From an optimization exercise on the open Yosys and OpenROAD flow, aimed at small area; shortcuts taken in it are not production practice. At most, simulation tests tie the RTL to the original design; equivalence was not proved. No activity file was given, so power comes from the tool's default toggle rates.

==> 03-06 <==
## apb_fir_acc
module apb_fir_acc (
  input  logic                           i_clk,
  input  logic                           i_reset,
  input  logic [fir_acc_pkg::ADDR_W-1:0] i_paddr,
  input  logic [31:0]                    i_pwdata,
  input  logic                           i_pwrite,
  input  logic                           i_psel,
  input  logic                           i_penable,
  output logic [31:0]                    o_prdata,
  output logic                           o_pready,
  output logic                           o_pslverr
);
==> module apb_fir_regs, before the edit <==
module apb_fir_regs (
  input  logic                            i_clk,
  input  logic                            i_reset,
  input  logic [fir_acc_pkg::ADDR_W-1:0]  i_paddr,
  input  logic [31:0]                     i_pwdata,
  input  logic                            i_pwrite,
  input  logic                            i_psel,
  input  logic                            i_penable,
  input  logic [fir_acc_pkg::ACC_W-1:0]   i_fifo_data,
  input  logic                            i_fifo_empty,
  input  logic                            i_fifo_full,
  input  logic                            i_busy,
  input  logic                            i_init,
  output logic [31:0]                     o_prdata,
  output logic                            o_pop,
  output logic [fir_acc_pkg::MAX_TAPS-1:0][fir_acc_pkg::TAP_W-1:0] o_cfg_taps,
  output logic [fir_acc_pkg::NTAPS_W-1:0]                          o_cfg_ntaps,
  output logic [fir_acc_pkg::LEN_W-1:0]                            o_cfg_length,
  output logic                                                     o_sample_acc,
  output logic [fir_acc_pkg::SAMPLE_W-1:0]                         o_cfg_sample,
  output logic                                                     o_cfg_sample_wr
);
  logic [fir_acc_pkg::WADDR_W-1:0]                          waddr;
  logic                                                     wr_access;
  logic                                                     rd_access;
  logic [fir_acc_pkg::MAX_TAPS-1:0][fir_acc_pkg::TAP_W-1:0] taps;
  logic [fir_acc_pkg::NTAPS_W-1:0]                          ntaps;
  logic [fir_acc_pkg::LEN_W-1:0]                            length;
  logic [fir_acc_pkg::SAMPLE_W-1:0]                         sample;
  logic                                                     sample_wr;
  logic [31:0]                                              count;
  logic                                                     res_big;
  logic [31:0]                                              count_inc;
  fir_inc #(.N(32)) u_count_inc (.i_a(count), .o_s(count_inc));
  assign waddr     = i_paddr[fir_acc_pkg::WADDR_W+1:2];
  assign wr_access = i_psel & i_penable & i_pwrite;
  assign rd_access = i_psel & i_penable & ~i_pwrite;
  assign o_sample_acc = wr_access & (waddr == fir_acc_pkg::ADDR_SAMPLE);
  assign o_pop = rd_access & (waddr == fir_acc_pkg::ADDR_RESULT);
  always_ff @(posedge i_clk or posedge i_reset)
  begin
    if (i_reset)
      sample_wr <= 1'b0;
    else
      sample_wr <= o_sample_acc;
  end
  always_ff @(posedge i_clk)
  begin
    if (i_init)
    begin
      taps   <= '0;
      ntaps  <= fir_acc_pkg::NTAPS_W'(fir_acc_pkg::MAX_TAPS);
      length <= fir_acc_pkg::LEN_W'(1);
      count  <= '0;
    end
    else if (wr_access)
    begin
      case (waddr)
        fir_acc_pkg::ADDR_SAMPLE: count  <= count_inc;
        fir_acc_pkg::ADDR_NTAPS:  ntaps  <= i_pwdata[fir_acc_pkg::NTAPS_W-1:0];
        fir_acc_pkg::ADDR_LENGTH: length <= i_pwdata[fir_acc_pkg::LEN_W-1:0];
        default: ;
      endcase
      for (int k = 0; k < fir_acc_pkg::MAX_TAPS; k++)
      begin
        if (waddr == fir_acc_pkg::ADDR_TAP0 + k)
          taps[k] <= i_pwdata[fir_acc_pkg::TAP_W-1:0];
      end
    end
  end
  always_ff @(posedge i_clk)
    sample <= i_pwdata[fir_acc_pkg::SAMPLE_W-1:0];
  assign o_cfg_taps      = taps;
  assign o_cfg_ntaps     = ntaps;
  assign o_cfg_length    = length;
  assign o_cfg_sample    = sample;
  assign o_cfg_sample_wr = sample_wr;
  assign res_big = i_fifo_data[fir_acc_pkg::ACC_W-1] & ~|i_fifo_data[fir_acc_pkg::ACC_W-2:0];
  always_comb
  begin
    o_prdata = fir_acc_pkg::UNMAPPED_READ;
    case (waddr)
      fir_acc_pkg::ADDR_RESULT:
        o_prdata = {{(32-fir_acc_pkg::ACC_W){i_fifo_data[fir_acc_pkg::ACC_W-1] & ~res_big}},
                    i_fifo_data};
      fir_acc_pkg::ADDR_COUNT:  o_prdata = count;
      fir_acc_pkg::ADDR_STATUS: o_prdata = {29'd0, i_busy, i_fifo_full, i_fifo_empty};
      fir_acc_pkg::ADDR_NTAPS:  o_prdata = 32'(ntaps);
      fir_acc_pkg::ADDR_LENGTH: o_prdata = 32'(length);
      default: ;
    endcase
    for (int k = 0; k < fir_acc_pkg::MAX_TAPS; k++)
    begin
      if (waddr == fir_acc_pkg::ADDR_TAP0 + k)
        o_prdata = {{(32-fir_acc_pkg::TAP_W){taps[k][fir_acc_pkg::TAP_W-1]}}, taps[k]};
    end
  end
endmodule
==> module fir_rca, before the edit <==
module fir_rca #(parameter int N = 16) (
  input  logic [N-1:0] i_a,
  input  logic [N-1:0] i_b,
  input  logic         i_c,
  output logic [N-1:0] o_s
);
  logic [N:0] c;
  assign c[0] = i_c;
  for (genvar i = 0; i < N; i++)
  begin : g_bit
    assign o_s[i]   = (i_a[i] ^ c[i]) ^ i_b[i];
    assign c[i+1]   = (i_a[i] & i_b[i]) | (c[i] & (i_a[i] | i_b[i]));
  end
endmodule
==> module fir_csa, before the edit <==
module fir_csa #(parameter int N = 26) (
  input  logic [N-1:0] i_a,
  input  logic [N-1:0] i_b,
  input  logic [N-1:0] i_c,
  output logic [N-1:0] o_s,
  output logic [N-1:0] o_c
);
  logic [N-1:0] maj;
  assign o_s = (i_a ^ i_c) ^ i_b;
  assign maj = (i_a & i_b) | (i_c & (i_a | i_b));
  assign o_c = {maj[N-2:0], 1'b0};
endmodule
==> module fir_rca_co, before the edit <==
module fir_rca_co #(parameter int N = 9) (
  input  logic [N-1:0] i_a,
  input  logic [N-1:0] i_b,
  output logic [N-1:0] o_s,
  output logic         o_c
);
  logic [N:0] c;
  assign c[0] = 1'b0;
  for (genvar i = 0; i < N; i++)
  begin : g_bit
    assign o_s[i]   = (i_a[i] ^ c[i]) ^ i_b[i];
    assign c[i+1]   = (i_a[i] & i_b[i]) | (c[i] & (i_a[i] | i_b[i]));
  end
  assign o_c = c[N];
endmodule
make LEC_CHECK=0 CAP_MARGIN=10 CORE_MARGIN=2 CORE_UTILIZATION=60 CTS_CLUSTER_DIAMETER=70 CTS_CLUSTER_SIZE=30 PLACE_DENSITY=0.7 SLEW_MARGIN=10 finish   # period 10.0 ns
run.sh (not shown) runs the stock make flow with config.mk's settings and CLKGATE_MAP_FILE= SYNTH_SCRIPT=/design/flow/synth_recipe.tcl, a recipe that flattens the netlist after the stock synthesis.
==> 06-04: changes against 03-06 <==
--- a/flow/design.v
+++ b/flow/design.v
@@ -64,5 +64,13 @@
   assign wr_access = i_psel & i_penable & i_pwrite;
   assign rd_access = i_psel & i_penable & ~i_pwrite;
-  assign o_sample_acc = wr_access & (waddr == fir_acc_pkg::ADDR_SAMPLE);
+  logic setup_sample;
+  always_ff @(posedge i_clk or posedge i_reset)
+  begin
+    if (i_reset)
+      setup_sample <= 1'b0;
+    else
+      setup_sample <= i_psel & ~i_penable & i_pwrite & (waddr == fir_acc_pkg::ADDR_SAMPLE);
+  end
+  assign o_sample_acc = setup_sample;
   assign o_pop = rd_access & (waddr == fir_acc_pkg::ADDR_RESULT);
   always_ff @(posedge i_clk or posedge i_reset)
@@ -71,5 +79,5 @@
       sample_wr <= 1'b0;
     else
-      sample_wr <= o_sample_acc;
+      sample_wr <= wr_access & (waddr == fir_acc_pkg::ADDR_SAMPLE);
   end
   always_ff @(posedge i_clk)
@@ -181,6 +189,6 @@
   for (genvar i = 0; i < N; i++)
   begin : g_bit
-    assign o_s[i]   = (i_a[i] ^ c[i]) ^ i_b[i];
-    assign c[i+1]   = (i_a[i] & i_b[i]) | (c[i] & (i_a[i] | i_b[i]));
+    assign o_s[i]   = i_a[i] ^ i_b[i] ^ c[i];
+    assign c[i+1]   = (i_a[i] & i_b[i]) | (c[i] & (i_a[i] ^ i_b[i]));
   end
 endmodule
@@ -416,6 +424,6 @@
 );
   logic [N-1:0] maj;
-  assign o_s = (i_a ^ i_c) ^ i_b;
-  assign maj = (i_a & i_b) | (i_c & (i_a | i_b));
+  assign o_s = i_a ^ i_b ^ i_c;
+  assign maj = (i_a & i_b) | (i_a & i_c) | (i_b & i_c);
   assign o_c = {maj[N-2:0], 1'b0};
 endmodule
@@ -430,6 +438,6 @@
   for (genvar i = 0; i < N; i++)
   begin : g_bit
-    assign o_s[i]   = (i_a[i] ^ c[i]) ^ i_b[i];
-    assign c[i+1]   = (i_a[i] & i_b[i]) | (c[i] & (i_a[i] | i_b[i]));
+    assign o_s[i]   = i_a[i] ^ i_b[i] ^ c[i];
+    assign c[i+1]   = (i_a[i] & i_b[i]) | (c[i] & (i_a[i] ^ i_b[i]));
   end
   assign o_c = c[N];
- ABC_AREA: unset -> 1
- CAP_MARGIN: 10 -> 20
- CORE_UTILIZATION: 60 -> 40
- PLACE_DENSITY: 0.7 -> 0.6
- SLEW_MARGIN: 10 -> 20
==> 06-01: changes against 03-06 <==
--- a/flow/design.v
+++ b/flow/design.v
@@ -64,4 +64,12 @@
   assign wr_access = i_psel & i_penable & i_pwrite;
   assign rd_access = i_psel & i_penable & ~i_pwrite;
+  logic setup_sample;
+  always_ff @(posedge i_clk or posedge i_reset)
+  begin
+    if (i_reset)
+      setup_sample <= 1'b0;
+    else
+      setup_sample <= i_psel & ~i_penable & i_pwrite & (waddr == fir_acc_pkg::ADDR_SAMPLE);
+  end
   assign o_sample_acc = wr_access & (waddr == fir_acc_pkg::ADDR_SAMPLE);
   assign o_pop = rd_access & (waddr == fir_acc_pkg::ADDR_RESULT);
@@ -71,5 +79,5 @@
       sample_wr <= 1'b0;
     else
-      sample_wr <= o_sample_acc;
+      sample_wr <= wr_access & (waddr == fir_acc_pkg::ADDR_SAMPLE);
   end
   always_ff @(posedge i_clk)
- CAP_MARGIN: 10 -> 20
- CORE_UTILIZATION: 60 -> 40
- PLACE_DENSITY: 0.7 -> 0.6
- SLEW_MARGIN: 10 -> 20
==> comparison table <==
Worst Path Arrival: 06-04 9.73 ns; 06-01 9.96 ns; 03-06 9.93 ns
Relative slew slack: 06-04 18.5%; 06-01 20.0%; 03-06 9.49%
Die extent in x: 06-04 359 um; 06-01 351 um; 03-06 290 um
Startpoint of the most critical setup path: 06-04 u_fsm.state[0]; 06-01 i_paddr[3]; 03-06 i_pwrite
Final standard cell count with taps included and fillers excluded: 06-04 7,010; 06-01 5,928; 03-06 5,363
Well tap count: 06-04 1,650; 06-01 1,612; 03-06 1,060
Via count of the first global-routing pass: 06-04 36,400; 06-01 33,400; 03-06 33,700
Sequential cell count of the final layout: 06-04 804; 06-01 803; 03-06 803
Crit path largest cell delay: 06-04 0.68 ns; 06-01 0.55 ns; 03-06 0.54 ns
Non-Filler Cell Area, Final: 06-04 0.0540 mm^2; 06-01 0.0535 mm^2; 03-06 0.0525 mm^2
Met2 capacity usage during global routing: 06-04 35.6%; 06-01 35.9%; 03-06 51.1%
Setup slack at placement: 06-04 0.833 ns; 06-01 -0.0480 ns; 03-06 0.0211 ns
Result of the run: 06-04 finished clean; 06-01 finished clean; 03-06 finished clean
Share of cell area taken by muxes after synthesis: 06-04 0.0995%; 06-01 5.27%; 03-06 5.21%
Power Sequential: 06-04 0.00392 W; 06-01 0.00389 W; 03-06 0.00387 W
Wire length of the first global-routing pass: 06-04 220,000 um; 06-01 207,000 um; 03-06 202,000 um
Max Clk Rate: 06-04 108 MHz; 06-01 107 MHz; 03-06 107 MHz
Worst Skew: 06-04 0.0389 ns; 06-01 0.0933 ns; 03-06 0.0402 ns
Clock insertion delay at the later pin of the skew report: 06-04 0.65 ns; 06-01 0.74 ns; 03-06 0.66 ns
Only the layout flow was run in 06-04 and 06-01; the RTL was not checked for function there.

## afterwards: timing with drivers on the ports
No port has a modelled driver above. Below, the same layouts with a new extraction and two added sets of constraints.
Step 1 assumes that a clkbuf_16 drives the clock port and a buf_2 every other input.
Step 2 also shifts input and output timing later by t, the mid clock arrival at the registers, as if the neighbouring blocks saw the same clock.
a / b / c = ideal ports / drivers / drivers and shift; a / b = the first two.
run	shift t [ns]	setup WS [ns]	hold slack, ns	worst setup path after step 2	clock arrival spread, ns
03-06	0.712	0.652 / 0.694 / -0.018	0.469 / 0.469 / 0.469	input to register	0.046 / 0.046
06-04	0.708	0.782 / 0.782 / 0.782	0.462 / 0.462 / 0.462	register to register	0.039 / 0.039
06-01	0.760	0.642 / 0.670 / -0.090	0.453 / 0.453 / 0.453	input to register	0.096 / 0.096
Met with ideal ports but missed after step 2: setup timing in 03-06 and 06-01. For 06-01, which loses most, drivers alone change the setup slack by +0.028 ns; drivers and shift together by -0.732 ns.
